What follows belongs to an exercise in optimizing a design on an open flow for small area; a production flow would make more cautious choices.
Function was checked by simulation only, so behaviour that the tests miss may differ from the original.
No activity file was given, so power comes from the tool's default toggle rates. The clock port is modelled as an ideal driver; clocking choices that lean on that would not hold on a real chip.

==> flow/design.v (excerpt) <==
module input_mems_pp #(
    parameter int INW  = 10,
    parameter int R    = 15,
    parameter int C    = 13,
    parameter int MAXK = 7,
    localparam int K_BITS      = $clog2(MAXK + 1),
    localparam int X_ADDR_BITS = $clog2(R * C),
    localparam int W_ADDR_BITS = $clog2(MAXK * MAXK)
) (
    input  logic                          clk,
    input  logic                          reset,
    input  logic        [INW-1:0]         AXIS_TDATA,
    input  logic                          AXIS_TVALID,
    input  logic        [K_BITS:0]        AXIS_TUSER,
    output logic                          AXIS_TREADY,
    output logic                          inputs_loaded,
    input  logic                          compute_finished,
    output logic        [K_BITS-1:0]      K,
    output logic signed [INW-1:0]         B,
    input  logic        [X_ADDR_BITS-1:0] X_read_addr,
    output logic signed [INW-1:0]         X_data,
    input  logic        [W_ADDR_BITS-1:0] W_read_addr,
    output logic signed [INW-1:0]         W_data,
    output logic                          proto_err
);
For scale: about 4900 flip-flops, ~68 I/O pins, ~170000 µm² of cells after synthesis.
clock: 8.0 ns
lec_check: 0
cap_margin: 20
core_margin: 2
core_utilization: 45
slew_margin: 20
synth_hierarchical: 1
synth_minimum_keep_size: 0
run.sh (not shown) runs the stock make flow with config.mk's settings and CLKGATE_MAP_FILE= SYNTH_SCRIPT=/design/flow/synth_recipe.tcl, a recipe that flattens the netlist after the stock synthesis.
The baseline passed the timing, design-rule and antenna checks.
Edit:
==> flow/flow/run.sh (new file) <==
#!/bin/bash
# The standard layout, with two changes: the clock tree is built without dummy
# balancing loads and with larger sink clusters, and ports are buffered with the
# smallest buffer. Everything else (synthesis, floorplan, power grid, placement,
# routing) is the standard flow, unchanged.
set -euo pipefail
export CTS_ARGS="-sink_clustering_enable -repair_clock_nets -dont_use_dummy_load -buf_list sky130_fd_sc_hd__clkbuf_16 -sink_clustering_size 30 -sink_clustering_max_diameter 100"
export BUFFER_PORTS_ARGS="-buffer_cell sky130_fd_sc_hd__buf_1"
bash standard.sh finish > standard_make.log 2>&1
==> flow/standard.sh (new file) <==
#!/bin/bash
# synth_recipe.tcl (not shown) runs the flow's synth.tcl, then flattens the netlist and writes it again
# the make line also repeats each setting of config.mk as NAME=value (left out here)
make -C /OpenROAD-flow-scripts/flow DESIGN_CONFIG=/design/flow/config.mk WORK_HOME=/design/flow/orfs CLKGATE_MAP_FILE= SYNTH_SCRIPT=/design/flow/synth_recipe.tcl "${@:-finish}"
CAP_MARGIN = 10   (was 20)
CORE_UTILIZATION = 70   (was 45)
CTS_BUF_LIST = sky130_fd_sc_hd__clkbuf_16   (was not set)
CTS_CLUSTER_DIAMETER = 100   (was not set)
CTS_CLUSTER_SIZE = 25   (was not set)
SLEW_MARGIN = 10   (was 20)
removed: flow/run.sh
Result:
- Now the flow produced a layout that fails on capacitance limit, slew limit
- routed wire length is lower by 0.74%
- worst setup slack degrades by 0.84 ns
- global-route usage is higher by 13 points
- clock power is lower by 48%
- register-to-register slack degrades by 0.19 ns
Edit:
==> flow/run.sh (new file) <==
#!/bin/bash
# synth_recipe.tcl (not shown) runs the flow's synth.tcl, then flattens the netlist and writes it again
# the make line also repeats each setting of config.mk as NAME=value (left out here)
make -C /OpenROAD-flow-scripts/flow DESIGN_CONFIG=/design/flow/config.mk WORK_HOME=/design/flow/orfs CLKGATE_MAP_FILE= SYNTH_SCRIPT=/design/flow/synth_recipe.tcl finish
CAP_MARGIN = 20   (was 10)
CORE_UTILIZATION = 60   (was 70)
SLEW_MARGIN = 20   (was 10)
removed: flow/flow/run.sh
removed: flow/standard.sh
This time the run finished with timing, DRC and antenna clean.
Final area increases slightly.
Power increases by a few percent.
Setup slack gains 0.55 ns.
Die area increases by about a fifth.
Via count decreases slightly.
Routed wire length increases slightly.
Cell count increases by a few percent.
Hold slack gains 0.043 ns.

* * *

== lane 1 ==
input_mems_pp, a different RTL version from the one above (not shown whole).
Size: about 7800 cells after synthesis, roughly 4900 flip-flops.
Design input_mems_pp, start of the top module:
module input_mems_pp #(
    parameter int INW  = 10,
    parameter int R    = 15,
    parameter int C    = 13,
    parameter int MAXK = 7,
    localparam int K_BITS      = $clog2(MAXK + 1),
    localparam int X_ADDR_BITS = $clog2(R * C),
    localparam int W_ADDR_BITS = $clog2(MAXK * MAXK)
) (
    input  logic                          clk,
    input  logic                          reset,
    input  logic        [INW-1:0]         AXIS_TDATA,
    input  logic                          AXIS_TVALID,
    input  logic        [K_BITS:0]        AXIS_TUSER,
    output logic                          AXIS_TREADY,
    output logic                          inputs_loaded,
    input  logic                          compute_finished,
    output logic        [K_BITS-1:0]      K,
    output logic signed [INW-1:0]         B,
    input  logic        [X_ADDR_BITS-1:0] X_read_addr,
    output logic signed [INW-1:0]         X_data,
    input  logic        [W_ADDR_BITS-1:0] W_read_addr,
    output logic signed [INW-1:0]         W_data,
    output logic                          proto_err
);
==> flow/config.mk <==
export PLATFORM = sky130hd
export DESIGN_NAME = input_mems_pp
export DESIGN_NICKNAME = input_mems_pp
export VERILOG_FILES = /design/flow/design.v
export SDC_FILE = /design/flow/constraint.sdc
export NUM_CORES = 4
export LEC_CHECK = 0
export CAP_MARGIN = 10
export CORE_MARGIN = 2
export CORE_UTILIZATION = 70
export CTS_BUF_LIST = sky130_fd_sc_hd__clkbuf_16
export CTS_CLUSTER_DIAMETER = 100
export CTS_CLUSTER_SIZE = 25
export SLEW_MARGIN = 10
export SYNTH_HIERARCHICAL = 1
export SYNTH_MINIMUM_KEEP_SIZE = 0
==> flow/constraint.sdc <==
create_clock -name core_clock -period 8.0 [get_ports {clk}]
set_input_delay 1.6000 -clock core_clock [delete_from_list [all_inputs] [get_ports {clk}]]
set_output_delay 1.6000 -clock core_clock [all_outputs]
set_load 0.01 [all_outputs]
standard.sh (not shown) runs the stock make flow with config.mk's settings and CLKGATE_MAP_FILE= SYNTH_SCRIPT=/design/flow/synth_recipe.tcl, a recipe that flattens the netlist after the stock synthesis.
==> flow/flow/run.sh <==
#!/bin/bash
# The standard layout, with two changes: the clock tree is built without dummy
# balancing loads and with larger sink clusters, and ports are buffered with the
# smallest buffer. Everything else (synthesis, floorplan, power grid, placement,
# routing) is the standard flow, unchanged.
set -euo pipefail
export CTS_ARGS="-sink_clustering_enable -repair_clock_nets -dont_use_dummy_load -buf_list sky130_fd_sc_hd__clkbuf_16 -sink_clustering_size 25 -sink_clustering_max_diameter 100"
export BUFFER_PORTS_ARGS="-buffer_cell sky130_fd_sc_hd__buf_1"
bash standard.sh finish > standard_make.log 2>&1
--- input diff lane 1..lane 2 ---
==> flow/run.sh (new file) <==
#!/bin/bash
# synth_recipe.tcl (not shown) runs the flow's synth.tcl, then flattens the netlist and writes it again
# the make line also repeats each setting of config.mk as NAME=value (left out here)
make -C /OpenROAD-flow-scripts/flow DESIGN_CONFIG=/design/flow/config.mk WORK_HOME=/design/flow/orfs CLKGATE_MAP_FILE= SYNTH_SCRIPT=/design/flow/synth_recipe.tcl finish
removed: flow/flow/run.sh
removed: flow/standard.sh
Lane 2 went all the way through the flow, and no timing, DRC or antenna check failed. Reported for lane 2 and lane 1, count of cells along the worst hold path turned out identical to the last digit. Where worst-case headroom to the max-slew limit is concerned, lane 1 is better than lane 2. Diff lane 1 -> lane 2 | part of the total power dissipated in the clock network | increase of 0.6 points. [compare] base=lane 1 new=lane 2: cell count rose 89, data arrival time at the worst-slack endpoint lost 0.07 ns, layout overhead on the synthesized area moved up, source-to-sink clock delay at the later pin of the worst-skew pair about even. Sort lane 2 and lane 1 by power, ascending, and lane 1 comes first. From lane 1 to lane 2 the numbers moved as follows: final core utilization higher; final setup slack of the worst path higher.

==> re-timing with driven ports <==
The results above use ideal ports. As a check the final layouts listed here were re-extracted and re-timed, cells and wires unchanged.
Step 1 sets driving cells, clkbuf_16 on the clock port and buf_2 on the other inputs (assumed; they add their load-dependent delay and slew).
Step 2 adds t to the input delays and takes it off the output delays; t is the mean of the earliest and latest rising clock arrival at the registers after step 1. Input paths then give back, and output paths get back, about the clock's delay inside the block.
Three values: no drivers, after step 1, after step 2; two values: the first two.
run	t, ns	slack for setup (ns)	hold slack, ns	worst setup path at the end	clock arrival spread, ns
the first run of note 1	1.058	1.925 / 2.001 / 0.943	0.403 / 0.403 / 0.403	input to register	0.083 / 0.082
the second run of note 1	0.961	1.089 / 1.168 / 0.207	0.399 / 0.399 / 0.399	input to register	0.095 / 0.094
the third run of note 1	1.022	1.639 / 1.708 / 0.686	0.442 / 0.442 / 0.442	input to register	0.046 / 0.045
lane 1	0.977	1.436 / 1.495 / 0.518	0.409 / 0.409 / 0.409	input to register	0.074 / 0.074
lane 2	0.985	1.542 / 1.615 / 0.630	0.431 / 0.431 / 0.431	input to register	0.039 / 0.039
For the first run of note 1, which loses most, drivers alone change the setup slack by +0.076 ns; drivers and shift together by -0.982 ns.
